This design comes from an exercise in tuning for small area, a short achievable clock period and few clock cycles on the open sky130 flow, not from production work. Where RTL was checked, it was by simulation tests only, not by an equivalence proof against the original.

==> flow/design.v <==
module midpoint_circle_generator #(
  parameter int COORD_BITS  = 16,
  parameter int RADIUS_BITS = 14
) (
  input  logic                   clk,
  input  logic                   rst,
  input  logic                   cmd_valid,
  output logic                   cmd_ready,
  input  logic                   cmd_action,
  input  logic [COORD_BITS-1:0]  cmd_center_x,
  input  logic [COORD_BITS-1:0]  cmd_center_y,
  input  logic [RADIUS_BITS-1:0] cmd_radius,
  input  logic                   cmd_fill,
  input  logic                   pix_ready,
  output logic                   pix_valid,
  output logic [COORD_BITS:0]    pix_x_start,
  output logic [COORD_BITS:0]    pix_y_start,
  output logic [COORD_BITS:0]    pix_x_end,
  output logic [COORD_BITS:0]    pix_y_end,
  output logic                   pix_last_of_item,
  output logic                   pix_circle_done
);
  localparam int EB = 16;   
  localparam int SB = COORD_BITS + 1;
  localparam int RB = RADIUS_BITS;
  function automatic logic [SB-1:0] add_ks(input logic [SB-1:0] a, input logic [SB-1:0] b,
                                           input logic cin);
    logic [SB-1:0] g, pp, gn, pn, c;
    g  = a & b;
    pp = a ^ b;
    g[0] = g[0] | (pp[0] & cin);
    pn = pp;
    for (int d = 1; d < SB; d = d * 2) begin
      gn = g;
      for (int i = d; i < SB; i++) begin
        gn[i] = g[i] | (pn[i] & g[i-d]);
      end
      for (int i = SB - 1; i >= d; i--) begin
        pn[i] = pn[i] & pn[i-d];
      end
      g = gn;
    end
    c = {g[SB-2:0], cin};
    add_ks = pp ^ c;
  endfunction
  function automatic logic [5:0] form(input logic st, input logic fl, input logic [2:0] kk);
    logic [5:0] f;
    if (st && fl) begin
      case (kk[0])
        1'b0:    f = 6'b100100;
        default: f = 6'b000011;
      endcase
    end else if (st) begin
      case (kk[1:0])
        2'd0:    f = 6'b100000;
        2'd1:    f = 6'b110100;
        2'd2:    f = 6'b000000;
        default: f = 6'b001011;
      endcase
    end else if (fl) begin
      case (kk[1:0])
        2'd0:    f = 6'b000100;
        2'd1:    f = 6'b001110;
        2'd2:    f = 6'b111010;
        default: f = 6'b110001;
      endcase
    end else begin
      case (kk)
        3'd0:    f = 6'b000000;
        3'd1:    f = 6'b010100;
        3'd2:    f = 6'b001010;
        3'd3:    f = 6'b011110;
        3'd4:    f = 6'b111110;
        3'd5:    f = 6'b101010;
        3'd6:    f = 6'b110100;
        default: f = 6'b100001;
      endcase
    end
    form = f;
  endfunction
  logic          jv;       
  logic          start;
  logic          fill;
  logic [2:0]    k;        
  logic          run;      
  logic [15:0]   cx;
  logic [15:0]   cy;
  logic [RB-1:0] ox;
  logic [RB-1:0] oy;
  logic [EB-1:0] e;
  logic          e_ph1;    
  logic          e_ph2;    
  logic          p1;       
  logic          sw, xsn, ysn, xen, yen, lst;   
  logic          load, give, free, accept, take_start, take_step;
  logic          p;
  logic [RB-1:0] x, y, x_nx, y_nx;
  logic [EB-1:0] e_nx;
  logic [RB:0]   ymx;      
  logic          run_nx;
  logic [5:0]    f_give;
  assign load       = !pix_valid || pix_ready;
  assign give       = jv && load;
  assign free       = !jv || (lst && load);
  assign cmd_ready  = free;
  assign accept     = cmd_valid && free;
  assign take_start = accept && !cmd_action;
  assign take_step  = accept && cmd_action && run;
  assign x      = sw ? oy : ox;
  assign y      = sw ? ox : oy;
  assign p      = !e[EB-1];
  assign x_nx   = x + 1'b1;
  assign y_nx   = y - p;
  assign ymx    = {1'b0, y} - {1'b0, x};
  assign run_nx = !ymx[RB] && (ymx[RB-1:0] >= (p ? 14'd3 : 14'd2));
  assign e_nx   = e + (e_ph1 ? {1'b0, ox, 1'b1} : ~{1'b0, oy, 1'b0}) + {15'd0, !e_ph1};
  assign f_give = form(start, fill, k + 1'b1);
  always_ff @(posedge clk) begin
    if (rst) begin
      jv  <= 1'b0;
      run <= 1'b0;
    end else if (take_start) begin
      jv  <= 1'b1;
      run <= (cmd_radius != '0);
    end else if (take_step) begin
      jv  <= 1'b1;
      run <= run_nx;
    end else if (give && lst) begin
      jv  <= 1'b0;
    end
  end
  always_ff @(posedge clk) begin
    if (rst) begin
      e_ph1 <= 1'b0;
      e_ph2 <= 1'b0;
    end else begin
      e_ph1 <= take_step;
      e_ph2 <= e_ph1 && p1;
    end
  end
  always_ff @(posedge clk) begin
    if (take_start) begin
      cx <= cmd_center_x;
      cy <= cmd_center_y;
    end
  end
  always_ff @(posedge clk) begin
    if (take_start) begin
      e <= -({2'b00, cmd_radius});
    end else if (e_ph1 || e_ph2) begin
      e <= e_nx;
    end
  end
  always_ff @(posedge clk) begin
    if (take_step) begin
      p1 <= p;
    end
  end
  always_ff @(posedge clk) begin
    if (take_start) begin
      start <= 1'b1;
      fill  <= cmd_fill;
      k     <= 3'd0;
      {sw, xsn, ysn, xen, yen, lst} <= {3'b100, cmd_fill, 2'b00};
      ox    <= cmd_radius;
      oy    <= '0;
    end else if (take_step) begin
      start <= 1'b0;
      k     <= 3'd0;
      {sw, xsn, ysn, xen, yen, lst} <= {3'b000, fill, 2'b00};
      ox    <= x_nx;
      oy    <= y_nx;
    end else if (give) begin
      k     <= k + 1'b1;
      {sw, xsn, ysn, xen, yen, lst} <= f_give;
      if (f_give[5] != sw) begin
        ox <= oy;
        oy <= ox;
      end
    end
  end
  logic [SB-1:0] cx_e, cy_e, ox_e, oy_e;
  assign cx_e = {cx[15], cx};
  assign cy_e = {cy[15], cy};
  assign ox_e = {3'b000, ox};
  assign oy_e = {3'b000, oy};
  always_ff @(posedge clk) begin
    if (rst) begin
      pix_valid <= 1'b0;
    end else if (load) begin
      pix_valid <= jv;
    end
  end
  always_ff @(posedge clk) begin
    if (give) begin
      pix_x_start      <= add_ks(cx_e, ox_e ^ {SB{xsn}}, xsn);
      pix_y_start      <= add_ks(cy_e, oy_e ^ {SB{ysn}}, ysn);
      pix_x_end        <= add_ks(cx_e, ox_e ^ {SB{xen}}, xen);
      pix_y_end        <= add_ks(cy_e, oy_e ^ {SB{yen}}, yen);
      pix_last_of_item <= lst;
      pix_circle_done  <= !run;
    end
  end
endmodule
export LEC_CHECK = 0
export ABC_AREA = 1
export CAP_MARGIN = 20
export CORE_MARGIN = 2
export CORE_UTILIZATION = 40
export SETUP_SLACK_MARGIN = 2.5
export SLEW_MARGIN = 20
create_clock -name core_clock -period 5.0 [get_ports {clk}]
run.sh (not shown) runs the stock make flow with config.mk's settings and CLKGATE_MAP_FILE= SYNTH_SCRIPT=/design/flow/synth_recipe.tcl, a recipe that flattens the netlist after the stock synthesis.
The first run finished with timing, DRC and antenna clean.
Testbench counts at the start, summed over its fixed seeds: cycles 38,852.
==> next run, changes <==
Settings changed: CORE_UTILIZATION 40 to 65, SETUP_SLACK_MARGIN 2.5 to 2.3.
Result:
- count of clock-buffer cells in the layout falls by 5
- die area decreases by well over a third
- cell area came out lower by a little under a tenth

* * *

Setup of job 102:
midpoint_circle_generator, a different RTL version from the one above (not shown whole).
For scale: about 1200 cells after synthesis, about 150 flip-flops, roughly 120 I/O pins, ~11000 sq um of cells after synthesis.
==> flow/config.mk <==
export PLATFORM = sky130hd
export DESIGN_NAME = midpoint_circle_generator
export DESIGN_NICKNAME = midpoint_circle_generator
export VERILOG_FILES = /design/flow/design.v
export SDC_FILE = /design/flow/constraint.sdc
export NUM_CORES = 4
export LEC_CHECK = 0
export CAP_MARGIN = 20
export CORE_MARGIN = 2
export CORE_UTILIZATION = 40
export SETUP_SLACK_MARGIN = 2.4
export SLEW_MARGIN = 20
==> flow/constraint.sdc <==
create_clock -name core_clock -period 5.0 [get_ports {clk}]
set_input_delay 1.0000 -clock core_clock [delete_from_list [all_inputs] [get_ports {clk}]]
set_output_delay 1.0000 -clock core_clock [all_outputs]
set_load 0.01 [all_outputs]
The final layout from job 102, which completed every stage, passed the timing, DRC and antenna checks at the end of the flow.
--- input diff job 102..job 101 ---
- a deleted SETUP_SLACK_MARGIN that had been 2.4
Findings:
Looking at growth of design area from synthesis to finish across job 101 and job 102, the one that comes out higher is job 102. Taking job 102 as the reference, in job 101 sequential cell area share climbed 7.2 points, non-clock buffer share of cell area now sits lower.
No functional check of the RTL was part of any run of this note.

* * *

Another version of the RTL of midpoint_circle_generator (not shown whole).
For scale: about 1400 cells after synthesis, roughly 120 I/O pins, ~11000 sq um of cells after synthesis.
export LEC_CHECK = 0
export ABC_AREA = 1
export CAP_MARGIN = 20
export CORE_MARGIN = 2
export CORE_UTILIZATION = 40
export CTS_BUF_LIST = sky130_fd_sc_hd__clkbuf_8
export SETUP_SLACK_MARGIN = 2.5
export SLEW_MARGIN = 20
create_clock -name core_clock -period 5.0 [get_ports {clk}]
standard.sh (not shown) runs the stock make flow with config.mk's settings and CLKGATE_MAP_FILE= SYNTH_SCRIPT=/design/flow/synth_recipe.tcl, a recipe that flattens the netlist after the stock synthesis.
==> flow/flow/run.sh <==
#!/bin/bash
# The standard layout (standard.sh, unchanged synthesis and steps), except that the port
# buffers it inserts are plain sky130_fd_sc_hd__buf_1 cells rather than the default delay
# cells; the timing repairs resize them where needed. Every port still gets its buffer.
set -euo pipefail
export BUFFER_PORTS_ARGS="-buffer_cell sky130_fd_sc_hd__buf_1"
bash standard.sh > standard.log 2>&1
Testbench counts at the start, summed over its fixed seeds: cycles 39,002.
Next try:
- SETUP_SLACK_MARGIN: 2.5 -> 2.3
Routed wire length falls by about 5%.
Count of clock-buffer cells in the layout stays the same.
Global-route usage falls by 0.87 points.
Setup slack loses 0.070 ns.

separate check: timing with driven ports:
Ports are ideal in the flow. The routed layouts listed here were re-timed in OpenROAD.
Step 1, drivers: a clkbuf_16 drives clk and a buf_2 each remaining input, both assumed.
Step 2 moves the port delays by t, midway between the first and last clock arrival at a register: inputs arrive t later, outputs are due t later. That takes back most of the time a late clock gives input paths.
a / b / c = no drivers / after step 1 / after step 2; a / b = the first two.
| run | shift t [ns] | setup WS [ns] | worst setup path after step 2 |
|---|---|---|---|
| the first run of note 1 | 0.477 | 2.416 / 2.416 / 2.068 | input to register |
| the second run of note 1 | 0.479 | 2.053 / 2.053 / 1.845 | input to register |
| job 102 | 0.493 | 0.979 / 0.979 / 0.979 | register to register |
| job 101 | 0.481 | 0.342 / 0.342 / 0.342 | register to register |
| the first run of note 3 | 0.516 | 2.414 / 2.414 / 2.074 | input to register |
| the second run of note 3 | 0.506 | 2.344 / 2.344 / 1.981 | input to register |
After both steps setup and hold are still met in every run listed. The setup slack of the second run of note 3, which loses most, moves by 0.000 ns with the drivers and by -0.363 ns with both steps.
